Source: an optimization exercise on an open RTL-to-GDS flow (aim: small area, a short achievable clock period and few clock cycles per item). Production flows keep margins and buffers that such runs may drop.
Only simulation tests tie the RTL to the original design; equivalence was not proved.
Power and IR drop assume default switching activity.

$ cat flow/design.v
package matmul_pkg;
    typedef enum logic [1:0] {
        ST_IDLE  = 2'd0,
        ST_LOAD  = 2'd1,
        ST_DRAIN = 2'd2,
        ST_DONE  = 2'd3
    } state_e;
    localparam int DEF_DATA_WIDTH = 8;
    localparam int DEF_BUS_WIDTH  = 16;
    localparam int DEF_DIM        = 4;
    localparam int SAT_GUARD_BITS = 1;
    function automatic int drain_last(input int dim);
        drain_last = 2 * dim - 2;
    endfunction
endpackage
module pe_sat
#(
    parameter int DATA_WIDTH = matmul_pkg::DEF_DATA_WIDTH,
    parameter int BUS_WIDTH  = matmul_pkg::DEF_BUS_WIDTH
) (
    input  logic                  clk_i,
    input  logic                  rst_i,
    input  logic                  load_i,
    input  logic [BUS_WIDTH-1:0]  init_i,
    input  logic [DATA_WIDTH-1:0] a_i,
    input  logic                  a_valid_i,
    input  logic [DATA_WIDTH-1:0] b_i,
    input  logic                  b_valid_i,
    output logic [DATA_WIDTH-1:0] a_o,
    output logic                  a_valid_o,
    output logic [DATA_WIDTH-1:0] b_o,
    output logic                  b_valid_o,
    output logic [BUS_WIDTH-1:0]  acc_o,
    output logic                  flag_o
);
    localparam int PW = 2 * DATA_WIDTH;
    localparam int SW = BUS_WIDTH + matmul_pkg::SAT_GUARD_BITS;
    logic [BUS_WIDTH-1:0]  acc_q, acc_d;
    logic                  flag_q, flag_d;
    logic [DATA_WIDTH-1:0] a_q, a_d, b_q, b_d;
    logic                  a_valid_q, a_valid_d, b_valid_q, b_valid_d;
    logic signed [PW-1:0] prod;
    logic        [SW-1:0] sum;
    logic                 overflow;
    assign prod     = $signed(a_i) * $signed(b_i);
    assign sum      = {{matmul_pkg::SAT_GUARD_BITS{acc_q[BUS_WIDTH-1]}}, acc_q}
                    + {{(SW-PW){prod[PW-1]}}, prod};
    assign overflow = sum[SW-1] != sum[BUS_WIDTH-1];
    always_comb begin
        acc_d     = acc_q;
        flag_d    = flag_q;
        a_d       = a_i;
        a_valid_d = a_valid_i;
        b_d       = b_i;
        b_valid_d = b_valid_i;
        if (load_i) begin
            acc_d  = init_i;
            flag_d = 1'b0;
        end else if (a_valid_i && b_valid_i) begin
            if (overflow) begin
                acc_d  = sum[SW-1] ? {1'b1, {(BUS_WIDTH-1){1'b0}}}
                                   : {1'b0, {(BUS_WIDTH-1){1'b1}}};
                flag_d = 1'b1;
            end else begin
                acc_d = sum[BUS_WIDTH-1:0];
            end
        end
    end
    always_ff @(posedge clk_i) begin
        if (rst_i) begin
            acc_q     <= '0;
            flag_q    <= 1'b0;
            a_q       <= '0;
            a_valid_q <= 1'b0;
            b_q       <= '0;
            b_valid_q <= 1'b0;
        end else begin
            acc_q     <= acc_d;
            flag_q    <= flag_d;
            a_q       <= a_d;
            a_valid_q <= a_valid_d;
            b_q       <= b_d;
            b_valid_q <= b_valid_d;
        end
    end
    assign a_o       = a_q;
    assign a_valid_o = a_valid_q;
    assign b_o       = b_q;
    assign b_valid_o = b_valid_q;
    assign acc_o     = acc_q;
    assign flag_o    = flag_q;
endmodule
module matmul_engine
#(
    parameter int DATA_WIDTH = matmul_pkg::DEF_DATA_WIDTH,
    parameter int BUS_WIDTH  = matmul_pkg::DEF_BUS_WIDTH,
    parameter int DIM        = matmul_pkg::DEF_DIM
) (
    input  logic                          clk_i,
    input  logic                          rst_i,
    input  logic                          start_i,
    input  logic                          mode_i,
    input  logic [DIM*DATA_WIDTH-1:0]     a_col_i,
    input  logic [DIM*DATA_WIDTH-1:0]     b_row_i,
    input  logic                          op_valid_i,
    output logic                          op_ready_o,
    input  logic [DIM*DIM*BUS_WIDTH-1:0]  c_i,
    output logic [DIM*DIM*BUS_WIDTH-1:0]  m_o,
    output logic [DIM*DIM-1:0]            flags_o,
    output logic                          busy_o,
    output logic                          done_o,
    output logic [$clog2(DIM+1)-1:0]      beat_cnt_o
);
    localparam int CW  = $clog2(DIM + 1);
    localparam int DCW = $clog2(2 * DIM);
    matmul_pkg::state_e          state_q, state_d;
    logic [CW-1:0]   beat_cnt_q, beat_cnt_d;
    logic [DCW-1:0]  drain_cnt_q, drain_cnt_d;
    logic            op_ready_q, op_ready_d;
    logic            busy_q, busy_d;
    logic            done_q, done_d;
    logic start_ok;
    logic accept;
    logic [DATA_WIDTH-1:0] a_h [DIM][DIM];
    logic                  av_h [DIM][DIM];
    logic [DATA_WIDTH-1:0] b_v [DIM][DIM];
    logic                  bv_v [DIM][DIM];
    logic [DATA_WIDTH:0]   a_sink_unused [DIM];
    logic [DATA_WIDTH:0]   b_sink_unused [DIM];
    assign start_ok = start_i && ((state_q == matmul_pkg::ST_IDLE) || (state_q == matmul_pkg::ST_DONE));
    assign accept   = op_valid_i && op_ready_q;
    always_comb begin
        state_d     = state_q;
        beat_cnt_d  = beat_cnt_q;
        drain_cnt_d = drain_cnt_q;
        case (state_q)
            matmul_pkg::ST_IDLE, matmul_pkg::ST_DONE: begin
                state_d = matmul_pkg::ST_IDLE;
                if (start_ok) begin
                    state_d    = matmul_pkg::ST_LOAD;
                    beat_cnt_d = '0;
                end
            end
            matmul_pkg::ST_LOAD: begin
                if (accept) begin
                    beat_cnt_d = beat_cnt_q + CW'(1);
                    if (beat_cnt_q == CW'(DIM - 1)) begin
                        state_d     = matmul_pkg::ST_DRAIN;
                        drain_cnt_d = '0;
                    end
                end
            end
            matmul_pkg::ST_DRAIN: begin
                if (drain_cnt_q == DCW'(matmul_pkg::drain_last(DIM))) begin
                    state_d = matmul_pkg::ST_DONE;
                end else begin
                    drain_cnt_d = drain_cnt_q + DCW'(1);
                end
            end
            default: state_d = matmul_pkg::ST_IDLE;
        endcase
        op_ready_d = (state_d == matmul_pkg::ST_LOAD);
        busy_d     = (state_d == matmul_pkg::ST_LOAD) || (state_d == matmul_pkg::ST_DRAIN);
        done_d     = (state_d == matmul_pkg::ST_DONE);
    end
    always_ff @(posedge clk_i) begin
        if (rst_i) begin
            state_q     <= matmul_pkg::ST_IDLE;
            beat_cnt_q  <= '0;
            drain_cnt_q <= '0;
            op_ready_q  <= 1'b0;
            busy_q      <= 1'b0;
            done_q      <= 1'b0;
        end else begin
            state_q     <= state_d;
            beat_cnt_q  <= beat_cnt_d;
            drain_cnt_q <= drain_cnt_d;
            op_ready_q  <= op_ready_d;
            busy_q      <= busy_d;
            done_q      <= done_d;
        end
    end
    assign op_ready_o = op_ready_q;
    assign busy_o     = busy_q;
    assign done_o     = done_q;
    assign beat_cnt_o = beat_cnt_q;
    for (genvar i = 0; i < DIM; i++) begin : g_skew
        if (i == 0) begin : g_direct
            assign a_h[0][0]  = a_col_i[DATA_WIDTH-1:0];
            assign av_h[0][0] = accept;
            assign b_v[0][0]  = b_row_i[DATA_WIDTH-1:0];
            assign bv_v[0][0] = accept;
        end else begin : g_delay
            logic [DATA_WIDTH:0] a_sk_q [i];
            logic [DATA_WIDTH:0] a_sk_d [i];
            logic [DATA_WIDTH:0] b_sk_q [i];
            logic [DATA_WIDTH:0] b_sk_d [i];
            always_comb begin
                a_sk_d[0] = {accept, a_col_i[i*DATA_WIDTH +: DATA_WIDTH]};
                b_sk_d[0] = {accept, b_row_i[i*DATA_WIDTH +: DATA_WIDTH]};
                for (int s = 1; s < i; s++) begin
                    a_sk_d[s] = a_sk_q[s-1];
                    b_sk_d[s] = b_sk_q[s-1];
                end
            end
            always_ff @(posedge clk_i) begin
                if (rst_i) begin
                    for (int s = 0; s < i; s++) begin
                        a_sk_q[s] <= '0;
                        b_sk_q[s] <= '0;
                    end
                end else begin
                    for (int s = 0; s < i; s++) begin
                        a_sk_q[s] <= a_sk_d[s];
                        b_sk_q[s] <= b_sk_d[s];
                    end
                end
            end
            assign a_h[i][0]  = a_sk_q[i-1][DATA_WIDTH-1:0];
            assign av_h[i][0] = a_sk_q[i-1][DATA_WIDTH];
            assign b_v[0][i]  = b_sk_q[i-1][DATA_WIDTH-1:0];
            assign bv_v[0][i] = b_sk_q[i-1][DATA_WIDTH];
        end
    end
    for (genvar i = 0; i < DIM; i++) begin : g_row
        for (genvar j = 0; j < DIM; j++) begin : g_col
            logic [DATA_WIDTH-1:0] a_fwd, b_fwd;
            logic                  a_fwd_v, b_fwd_v;
            pe_sat #(
                .DATA_WIDTH (DATA_WIDTH),
                .BUS_WIDTH  (BUS_WIDTH)
            ) u_pe (
                .clk_i     (clk_i),
                .rst_i     (rst_i),
                .load_i    (start_ok),
                .init_i    (mode_i ? c_i[(i*DIM+j)*BUS_WIDTH +: BUS_WIDTH] : '0),
                .a_i       (a_h[i][j]),
                .a_valid_i (av_h[i][j]),
                .b_i       (b_v[i][j]),
                .b_valid_i (bv_v[i][j]),
                .a_o       (a_fwd),
                .a_valid_o (a_fwd_v),
                .b_o       (b_fwd),
                .b_valid_o (b_fwd_v),
                .acc_o     (m_o[(i*DIM+j)*BUS_WIDTH +: BUS_WIDTH]),
                .flag_o    (flags_o[i*DIM+j])
            );
            if (j < DIM - 1) begin : g_pass_a
                assign a_h[i][j+1]  = a_fwd;
                assign av_h[i][j+1] = a_fwd_v;
            end else begin : g_sink_a
                assign a_sink_unused[i] = {a_fwd_v, a_fwd};
            end
            if (i < DIM - 1) begin : g_pass_b
                assign b_v[i+1][j]  = b_fwd;
                assign bv_v[i+1][j] = b_fwd_v;
            end else begin : g_sink_b
                assign b_sink_unused[j] = {b_fwd_v, b_fwd};
            end
        end
    end
endmodule
$ cat flow/run.sh
#!/bin/bash
# synth_recipe.tcl (not shown) runs the flow's synth.tcl, then flattens the netlist and writes it again
# the make line also repeats each setting of config.mk as NAME=value (left out here)
make -C /OpenROAD-flow-scripts/flow DESIGN_CONFIG=/design/flow/config.mk WORK_HOME=/design/flow/orfs CLKGATE_MAP_FILE= SYNTH_SCRIPT=/design/flow/synth_recipe.tcl finish
$ cat flow/config.mk
export PLATFORM = sky130hd
export DESIGN_NAME = matmul_engine
export DESIGN_NICKNAME = matmul_engine
export VERILOG_FILES = /design/flow/design.v
export SDC_FILE = /design/flow/constraint.sdc
export NUM_CORES = 4
export LEC_CHECK = 0
export CAP_MARGIN = 20
export CORE_MARGIN = 2
export CORE_UTILIZATION = 40
export SLEW_MARGIN = 20
$ cat flow/constraint.sdc
create_clock -name core_clock -period 7.0 [get_ports {clk_i}]
set_input_delay 1.4000 -clock core_clock [delete_from_list [all_inputs] [get_ports {clk_i}]]
set_output_delay 1.4000 -clock core_clock [all_outputs]
set_load 0.01 [all_outputs]
==> notes.md, run 1 <==
status timing/DRC/antenna clean; cts bufs inserted between 70 and 80; CTS H-tree depth 3; Final Hold Fails 0; Syn Std Cell Area 70,400 sq um; Multi-input gate area roughly 53,000 sq um; number of routed nets with antenna violations 0; via-per-instance ratio about 5.2; cells after synthesis ~7.5k; WL per Instance 21.1 um; total vias in the final route roughly 54k; worst-case vdd ir drop 0.000426 V; count of routing violations after the opening detailed-route iteration around 2.8k; height of the die between 400 and 500 um; Distinct cells, synth a little under 90; final HPWL from detailed placement about 180,000 um; growth of design area from synthesis to finish 16.3%; average footprint of a synthesized cell 9.41 sq um; minimum setup slack after placement 7.45 ps; Worst EP arrival about 7000 ps; Max Buffers Root-to-Sink 3; number of I/O port buffers ~600; number of synthesized register bits between 500 and 600; Ports around 600; async set-reset flop share out of synthesis 0%; CTS root buffer sky130_fd_sc_hd__clkbuf_16; maximum number of pins on one net before global-route repair 90; number of global-route vias before repair 57.6k; most area-hungry cell type in the Yosys netlist sky130_fd_sc_hd__fa_1; die footprint approximately 180,000 sq um; Sinks on Clock Net between 500 and 600; final critical-path setup slack between 500 and 600 ps; Min Hold Slack ~430 ps; number of synthesized flops with an enable pin 0; post-route fraction of the period consumed by the critical path about nine tenths; crit path launch type flop; number of buffers added for setup after CTS 0; wire length of the first global-routing pass 341,000 um; grt ovf 0; type of destination of the critical path flop; P per Cell Area about 190 nW/um^2; gpl congestion about 0.91; maximum achievable frequency 156 MHz; number of detailed-routing iterations run before antenna repair 5; number of nets produced by synthesis roughly 9.7k; clock transition at the register clock pins on the worst setup and hold paths after CTS 60 ps; die width between 400 and 500 um; fraction of synthesized cell area taken by the top area cell type between 30% and 40%; Clk Latency, worst-skew pair ~700 ps; Remaining DRCs 0; number of warnings reported in the yosys synthesis log 38; classification of the worst-slack hold path reg2reg; initial antenna violation count 17; fin crit period around 6400 ps; most used standard cells in the synthesized netlist 1,265 x sky130_fd_sc_hd__inv_1, 1,216 x sky130_fd_sc_hd__fa_1, 703 x sky130_fd_sc_hd__nand2_1; worst-path maximum fanout 9; required time worst endpoint 7580 ps; Worst Setup Path Type reg2reg; Setup violations, final 0; worst slew margin relative to its limit between 20% and 30%; fill count about 17k; post-layout net count just over 10k; sequential cell area around 12,000 sq um; Std-Cell Core Area about 180,000 sq um; drt total wl roughly 220,000 um; setup repair after global routing missed its margin false; reported leakage power between 30 and 40 nW; Worst Skew approximately 21 ps; number of max-slew violations in the final report 0; clock tree from TritonCTS built; share of final-layout standard cells stronger than drive strength 1 between 3 and 4%; maximum capacitance violations 0; post-synthesis sequential area ratio between 10% and 20%; count of instances resized after the clock tree is built 0; number of rows created at floorplan about 150; top-count cell post-synth sky130_fd_sc_hd__inv_1; top cells by area, synth sky130_fd_sc_hd__fa_1 35%, sky130_fd_sc_hd__dfxtp_1 16%, sky130_fd_sc_hd__ha_1 11%; Main synth FF type sky130_fd_sc_hd__dfxtp_1; Total GRT Usage about a quarter; Sum Neg Setup Slack 0 ps; actual slew at the worst max-slew pin roughly 1100 ps; Initial Util 40.1%; CTS hold repair buffers 0
[sequential cells by signal, summed over array words and instances (netlist names), 2 cells and up]
register / cells
g_row.g_col.u_pe.flag_q: 16
drain_cnt_q: 3
g_skew.g_delay.a_sk_q: 51
g_row.g_col.u_pe.acc_q: 256
beat_cnt_q: 3
g_row.g_col.u_pe.b_q: 96
g_row.g_col.u_pe.a_q: 96
g_row.g_col.u_pe.a_valid_q: 2
g_skew.g_delay.b_sk_q: 48
state_q: 2
[worst paths after layout]
kind	startpoint	to	slack (ps)	cells past startpoint
hold reg to reg	g_skew[2].g_delay.a_sk_q[0][6]	g_skew[2].g_delay.a_sk_q[1][6]	430	1
setup / recovery	g_row[0].g_col[1].u_pe.b_q[0]	g_row[1].g_col[1].u_pe.acc_q[13]	580	17
setup reg to reg	g_row[0].g_col[1].u_pe.b_q[0]	g_row[1].g_col[1].u_pe.acc_q[13]	580	17
hold / removal	g_skew[2].g_delay.a_sk_q[0][6]	g_skew[2].g_delay.a_sk_q[1][6]	430	1
[worst max-delay path: stages (launching register included)]
cell                        delay [ps]
sky130_fd_sc_hd__dfxtp_1           570
sky130_fd_sc_hd__and2_1            220
sky130_fd_sc_hd__inv_1              90
sky130_fd_sc_hd__fa_1              520
sky130_fd_sc_hd__inv_1              70
sky130_fd_sc_hd__fa_1              490
sky130_fd_sc_hd__fa_1              580
sky130_fd_sc_hd__fa_1              430
sky130_fd_sc_hd__fa_1              450
sky130_fd_sc_hd__ha_1              350
sky130_fd_sc_hd__nand3_1           100
sky130_fd_sc_hd__o2111ai_1         280
sky130_fd_sc_hd__or3b_2            520
sky130_fd_sc_hd__nand2_1            90
sky130_fd_sc_hd__xor2_1            400
sky130_fd_sc_hd__o2111ai_1         580
sky130_fd_sc_hd__buf_4             390
sky130_fd_sc_hd__a211oi_1          190
[power by group]
part / leakage [nW] / internal [mW] / total, mW / switching (mW)
sequential: 4.74 / 3.55 / 4.00 / 0.452
clock: 1.33 / 2.56 / 4.31 / 1.74
combinational: 33.6 / 3.07 / 7.00 / 3.92
[stage by stage]
stage               utilization [%]  power (mW)  instance area [sq um]  instances
floorplan                         -        8.60                  70400       7482
global placement               45.1        11.0                  79200      10300
detailed placement             45.1        11.0                  79200      10300
CTS                            46.6        15.5                  81900      10400
global route                   46.7        16.4                  81900      10400
finish                         46.7        15.3                  81900      10400
[routing by layer]
layer	up-vias	track usage [%]	routed length (um)	part of all wire (%)
met4	2	13.2	12900	5.9
met2	1342	42.2	108000	49
met3	390	2.98	9400	4.3
li1	24900	-	-	-
met5	-	0	13	0.0059
met1	27300	30.5	89300	41
[area by class of cell]
| type | count | share of cell area, % |
|---|---|---|
| antenna | 10 | 0.0306 |
| clock buffer | 93 | 2.60 |
| clock inverter | 47 | 0.707 |
| inverter | 1282 | 5.87 |
| multi-input combinational | 5366 | 64.8 |
| sequential | 577 | 14.1 |
| tap | 2340 | 3.57 |
| timing repair buffer | 706 | 8.33 |
[placed cells by master, fill, tap and decap left out, types with 20 or more instances in the layout]
master                            count
sky130_fd_sc_hd__a211oi_1            71
sky130_fd_sc_hd__a21o_1              48
sky130_fd_sc_hd__a21oi_1            177
sky130_fd_sc_hd__a221oi_1            28
sky130_fd_sc_hd__a22oi_1             54
sky130_fd_sc_hd__a311oi_1           143
sky130_fd_sc_hd__a31oi_1             34
sky130_fd_sc_hd__and2_1             528
sky130_fd_sc_hd__and3_1              20
sky130_fd_sc_hd__buf_4              103
sky130_fd_sc_hd__clkbuf_16           80
sky130_fd_sc_hd__clkdlybuf4s50_1    601
sky130_fd_sc_hd__dfxtp_1            577
sky130_fd_sc_hd__fa_1              1216
sky130_fd_sc_hd__ha_1               633
sky130_fd_sc_hd__inv_1             1264
sky130_fd_sc_hd__nand2_1            700
sky130_fd_sc_hd__nand2b_1            42
sky130_fd_sc_hd__nand3_1             86
sky130_fd_sc_hd__nor2_1             395
sky130_fd_sc_hd__nor2b_1            296
sky130_fd_sc_hd__nor3_1              60
sky130_fd_sc_hd__o211ai_1            62
sky130_fd_sc_hd__o21a_1              23
sky130_fd_sc_hd__o21ai_0            170
sky130_fd_sc_hd__o21bai_1            46
sky130_fd_sc_hd__xnor2_1            208
sky130_fd_sc_hd__xor2_1              78
[cells by family after synthesis]
logic type / count (synthesis) / share of synthesized area [%]
AO/OA/AOI/OAI: 1000 / 10.1
XOR/XNOR: 287 / 3.58
adder cells (fa/ha/maj): 1853 / 45.9
buffers and inverters: 1539 / 8.33
flip-flops: 577 / 16.4
multiplexers: 9 / 0.151
AND/OR/NAND/NOR: 2217 / 15.6
Testbench counts, summed over its fixed seeds: cycles 19,208, items 1,600.
==> run 2: changes to the inputs <==
==> flow/design.v (replaced) <==
package matmul_pkg;
    localparam int DEF_DATA_WIDTH = 8;
    localparam int DEF_BUS_WIDTH  = 16;
    localparam int DEF_DIM        = 4;
endpackage
module pe_sat
#(
    parameter int DATA_WIDTH = matmul_pkg::DEF_DATA_WIDTH,
    parameter int BUS_WIDTH  = matmul_pkg::DEF_BUS_WIDTH
) (
    input  logic                  clk_i,
    input  logic                  clr_i,     
    input  logic                  load_i,    
    input  logic [BUS_WIDTH-1:0]  init_i,
    input  logic [DATA_WIDTH-1:0] a_i,       
    input  logic [DATA_WIDTH-1:0] b_i,
    output logic [BUS_WIDTH-1:0]  acc_o,
    output logic                  flag_o
);
    localparam int SW = BUS_WIDTH + 1;
    logic [BUS_WIDTH-1:0] acc_q, acc_d, base;
    logic                 flag_q, flag_d;
    logic signed [SW-1:0] sum;
    logic                 overflow;
    always_comb begin
        if (clr_i)       base = '0;
        else if (load_i) base = init_i;
        else             base = acc_q;
    end
    assign sum      = $signed({base[BUS_WIDTH-1], base}) + $signed(a_i) * $signed(b_i);
    assign overflow = sum[SW-1] != sum[BUS_WIDTH-1];
    always_comb begin
        if (overflow) acc_d = sum[SW-1] ? {1'b1, {(BUS_WIDTH-1){1'b0}}}
                                        : {1'b0, {(BUS_WIDTH-1){1'b1}}};
        else          acc_d = sum[BUS_WIDTH-1:0];
        flag_d = !(clr_i || load_i) && (flag_q || overflow);
    end
    always_ff @(posedge clk_i) begin
        acc_q  <= acc_d;
        flag_q <= flag_d;
    end
    assign acc_o  = acc_q;
    assign flag_o = flag_q;
endmodule
module matmul_engine
#(
    parameter int DATA_WIDTH = matmul_pkg::DEF_DATA_WIDTH,
    parameter int BUS_WIDTH  = matmul_pkg::DEF_BUS_WIDTH,
    parameter int DIM        = matmul_pkg::DEF_DIM
) (
    input  logic                          clk_i,
    input  logic                          rst_i,
    input  logic                          start_i,
    input  logic                          mode_i,
    input  logic [DIM*DATA_WIDTH-1:0]     a_col_i,
    input  logic [DIM*DATA_WIDTH-1:0]     b_row_i,
    input  logic                          op_valid_i,
    output logic                          op_ready_o,
    input  logic [DIM*DIM*BUS_WIDTH-1:0]  c_i,
    output logic [DIM*DIM*BUS_WIDTH-1:0]  m_o,
    output logic [DIM*DIM-1:0]            flags_o,
    output logic                          busy_o,
    output logic                          done_o,
    output logic [$clog2(DIM+1)-1:0]      beat_cnt_o
);
    localparam int CW = $clog2(DIM + 1);
    logic          busy_q, done_q;
    logic [CW-1:0] beat_cnt_q;
    logic          start_ok, accept, last;
    assign start_ok = start_i && !busy_q && !rst_i;
    assign accept   = op_valid_i && busy_q && !rst_i;
    assign last     = (beat_cnt_q == CW'(DIM - 1));
    always_ff @(posedge clk_i) begin
        if (rst_i) begin
            busy_q     <= 1'b0;
            done_q     <= 1'b0;
            beat_cnt_q <= '0;
        end else begin
            done_q <= accept && last;
            if (start_ok) begin
                busy_q     <= 1'b1;
                beat_cnt_q <= '0;
            end else if (accept) begin
                beat_cnt_q <= beat_cnt_q + CW'(1);
                if (last) busy_q <= 1'b0;
            end
        end
    end
    assign op_ready_o = busy_q;
    assign busy_o     = busy_q;
    assign done_o     = done_q;
    assign beat_cnt_o = beat_cnt_q;
    logic [DATA_WIDTH-1:0] a_g [DIM];
    logic [DATA_WIDTH-1:0] b_g [DIM];
    for (genvar i = 0; i < DIM; i++) begin : g_gate
        assign a_g[i] = accept ? a_col_i[i*DATA_WIDTH +: DATA_WIDTH] : '0;
        assign b_g[i] = b_row_i[i*DATA_WIDTH +: DATA_WIDTH];
    end
    for (genvar i = 0; i < DIM; i++) begin : g_row
        for (genvar j = 0; j < DIM; j++) begin : g_col
            pe_sat #(
                .DATA_WIDTH (DATA_WIDTH),
                .BUS_WIDTH  (BUS_WIDTH)
            ) u_pe (
                .clk_i  (clk_i),
                .clr_i  (rst_i),
                .load_i (start_ok),
                .init_i (mode_i ? c_i[(i*DIM+j)*BUS_WIDTH +: BUS_WIDTH] : '0),
                .a_i    (a_g[i]),
                .b_i    (b_g[j]),
                .acc_o  (m_o[(i*DIM+j)*BUS_WIDTH +: BUS_WIDTH]),
                .flag_o (flags_o[i*DIM+j])
            );
        end
    end
endmodule
==> run 2 against run 1 <==
- die area down 14%
- sequential share of layout area down 7.1 points
- clock power down 45%
- total power up 40%
- global-route usage up 3.0 points
- sequential cell count down 300
- utilization up 5.9 points
- via count down 4.8%
- first-iteration DRC count up 5.8%
- non-clock buffer count up 974
- critical endpoint is now g_row[2].g_col[2].u_pe.acc_q[2]
- largest power group unchanged
==> notes.md, run 2 <==
status timing/DRC/antenna clean; Most Used Layer, Global Route met2; classification of the worst-slack hold path reg2reg; combinational group share of total power ~73%; via-per-instance ratio approximately 5.1; share of power burned in the clock network around 11%; worst slew margin relative to its limit just under 40%; number of max-slew violations in the final report 0; wire length of the first global-routing pass approximately 320,000 um; worst-case vdd ir drop about 0.00022 V; height of the die between 300 and 400 um; CTS hold repair buffers 0; reported leakage power ~42 nW; most frequent cell on the critical path sky130_fd_sc_hd__buf_4; worst-path maximum fanout 7; cts bufs inserted between 40 and 50; fraction of synthesized cell area taken by the top area cell type between 40% and 50%; met1 capacity usage during global routing between 30% and 40%; worst-path cell with the longest stage delay sky130_fd_sc_hd__fa_1; Ports about 600; type of destination of the critical path flop; number of nets produced by synthesis 8,751; final HPWL from detailed placement around 180,000 um; number of synthesized flops with an enable pin 0; number of warnings reported in the yosys synthesis log 6; Remaining DRCs 0; grt ovf 0; async set-reset flop share out of synthesis 0%; required time worst endpoint 7530 ps; Critical Path Max Stage Delay about 570 ps; number of rows created at floorplan 142; number of flip-flops in the largest register between 200 and 300; Final Instance Count excl. Fillers around 10k; actual slew at the worst max-slew pin just over 900 ps; number of synthesized register bits around 280; die width around 400 um; most frequent cells in the layout 1,280 x sky130_fd_sc_hd__inv_1, 1,208 x sky130_fd_sc_hd__fa_1, 968 x sky130_fd_sc_hd__buf_4; fill count 13.9k; Sum Neg Setup Slack 0 ps; grt met2 use a little under half; Final Hold Fails 0; number of detailed-routing iterations run before antenna repair 7; met3 routing resource usage after global routing 4.80%; Total GRT Usage 27.7%; initial antenna violation count 21; Sinks on Clock Net between 200 and 300; CTS H-tree depth 2; Syn Std Cell Area 60,200 sq um; fin crit period 6870 ps; count of routing violations after the opening detailed-route iteration between 2k and 3k; number of I/O port buffers between 600 and 700; WL per Instance ~21 um; Worst EP arrival 7400 ps; Initial Util about two fifths; post-route fraction of the period consumed by the critical path a little over nine tenths; cells after synthesis approximately 6.6k; Setup violations, final 0; setup repair after global routing missed its margin true; most used standard cells in the synthesized netlist 1,285 x sky130_fd_sc_hd__inv_1, 1,216 x sky130_fd_sc_hd__fa_1, 626 x sky130_fd_sc_hd__ha_1; maximum achievable frequency about 150 MHz; proportion of power drawn by flip-flops and latches about 15%; Placed Instances slightly below 10k; Max Buffers Root-to-Sink 3; registers with the highest flip-flop counts g_row.g_col.u_pe.acc_q: 256 flops, g_row.g_col.u_pe.flag_q: 16 flops, beat_cnt_q: 3 flops; total vias in the final route 51.3k; Distinct cells, synth 44; gpl congestion 0.940; most common cell after layout, fill and taps aside sky130_fd_sc_hd__inv_1; clock tree from TritonCTS built; average footprint of a synthesized cell 9.14 sq um; Std-Cell Core Area between 100,000 and 150,000 sq um; growth of design area from synthesis to finish 30.7%; crit path launch type primary input; top-count cell post-synth sky130_fd_sc_hd__inv_1; post-synthesis sequential area ratio between 9 and 10%; final core utilization between 50% and 60%; Net Sw Frac between 40% and 50%; total internal power 11.8 mW; CTS root buffer sky130_fd_sc_hd__clkbuf_16; most area-hungry cell type in the Yosys netlist sky130_fd_sc_hd__fa_1; number of global-route vias before repair between 50k and 60k; net switching power of the design about 9.7 mW; top cells by area, synth sky130_fd_sc_hd__fa_1 40%, sky130_fd_sc_hd__ha_1 13%, sky130_fd_sc_hd__dfxtp_1 9.2%; post-layout net count 10.1k; number of routed nets with antenna violations 0; Worst Setup Path Type in2reg; maximum capacitance violations 0; die footprint around 150,000 sq um; Worst Skew between 30 and 40 ps; Clk Latency, worst-skew pair around 650 ps; drt total wl between 200,000 and 250,000 um; share of final-layout standard cells stronger than drive strength 1 between 15 and 20%; Main synth FF type sky130_fd_sc_hd__dfxtp_1; maximum number of pins on one net before global-route repair 39; register with the highest flop count g_row.g_col.u_pe.acc_q; P per Cell Area 272 nW/um^2; clock transition at the register clock pins on the worst setup and hold paths after CTS ~50 ps
## run 2: kinds of logic (layout without fill, tap and decap cells)
| kind of cell | after synthesis | after routing | synth area share, % |
|---|---|---|---|
| compound gates | 906 | 906 | 9.73 |
| xor+xnor | 266 | 266 | 3.90 |
| fa+ha+maj | 1875 | 1875 | 54.0 |
| simple gates | 1591 | 1592 | 12.5 |
| buf+inv | 1668 | 3041 | 10.6 |
| flops | 277 | 277 | 9.22 |
| mux | 1 | 1 | 0.0166 |
| other cells | 0 | 8 | 0 |
## run 2: power by group through the flow
stage	Sequential, mW	Combinational, mW	Clock, mW
2_1_floorplan	3.26	8.00	0
3_3_place_gp	3.34	14.6	0
3_5_place_dp	3.30	14.8	0
4_1_cts	3.29	15.1	2.44
5_1_grt	3.35	17.4	2.49
6_report	3.31	15.7	2.39
## run 2: worst paths after layout
check	from	endpoint	slack, ps	cells after the start
hold reg to reg	g_row[1].g_col[3].u_pe.flag_q	g_row[1].g_col[3].u_pe.flag_q	470	1
setup / recovery	start_i	g_row[2].g_col[2].u_pe.acc_q[2]	130	29
hold / removal	g_row[1].g_col[3].u_pe.flag_q	g_row[1].g_col[3].u_pe.flag_q	470	1
setup reg to reg	busy_q	g_row[2].g_col[2].u_pe.acc_q[2]	740	28
## run 2: area by class of cell
cell class                      count  area (sq um)  area share [%]
Multi-Input combinational cell   4640         49100            62.4
Timing Repair Buffer             1680         15100            19.3
Sequential cell                   277          5550            7.05
Inverter                         1285          4820            6.13
Tap cell                         2016          2520            3.21
Clock buffer                       52          1170            1.49
Clock inverter                     24           330           0.420
Antenna cell                        8          20.0          0.0255
## run 2: metrics by stage
step / hold slack, ps / power [mW] / worst slack, ps / instance area [sq um]
final: 466 / 21.4 / 135 / 78600
after global routing: 486 / 23.2 / -112 / 78600
after CTS: 472 / 20.8 / 2.06 / 77300
after detailed placement: 461 / 18.1 / -887 / 75700
after global placement: 448 / 18.0 / -840 / 75700
after floorplan: 442 / 11.3 / -30.9 / 60300
## run 2: layer usage
metal / vias to the layer above / wire, um
li1: 23400 / -
met1: 25800 / 89900
met2: 1706 / 98900
met3: 334 / 16100
met4: 25 / 8450
met5: - / 427
## run 2: timing repair
| action | in CTS | in global routing |
|---|---|---|
| resized for setup | 13 | 237 |
| setup buffers | 7 | 35 |
| setup endpoints to repair | 78 | 260 |
| pin swaps | 8 | 60 |
| cloned | 1 | 6 |
## run 2: critical path, delay by kind of cell
family / cells / cell delay (ps)
buf+inv: 13 / 2040
fa+ha+maj: 6 / 2540
xor+xnor: 1 / 180
simple gates: 4 / 310
compound gates: 5 / 900
Testbench counts of run 2, summed over its fixed seeds: cycles 8,008, items 1,600.

==> afterwards: timing with drivers on the ports <==
In the flow no input, the clock included, has a driving cell. The finished layouts below were timed again as built, in two steps.
Step 1, drivers: a clkbuf_16 drives clk_i and a buf_2 each remaining input, both assumed.
Step 2 adds t to the input delays and takes it off the output delays; t is the mean of the earliest and latest rising clock arrival at the registers after step 1. Input paths then give back, and output paths get back, about the clock's delay inside the block.
a / b / c = no drivers / after step 1 / after step 2; a / b = the first two.
run | shift t [ns] | slack for setup (ns) | worst hold slack (ns) | worst setup path at the end
run 1 | 0.766 | 0.577 / 0.577 / -0.018 | 0.431 / 0.431 / 0.431 | input to register
run 2 | 0.719 | 0.135 / 0.193 / -0.526 | 0.466 / 0.466 / 0.466 | input to register
Met with ideal ports but missed after step 2: setup timing in run 1 and run 2. The setup slack of run 2, which loses most, moves by +0.058 ns with the drivers and by -0.661 ns with both steps.
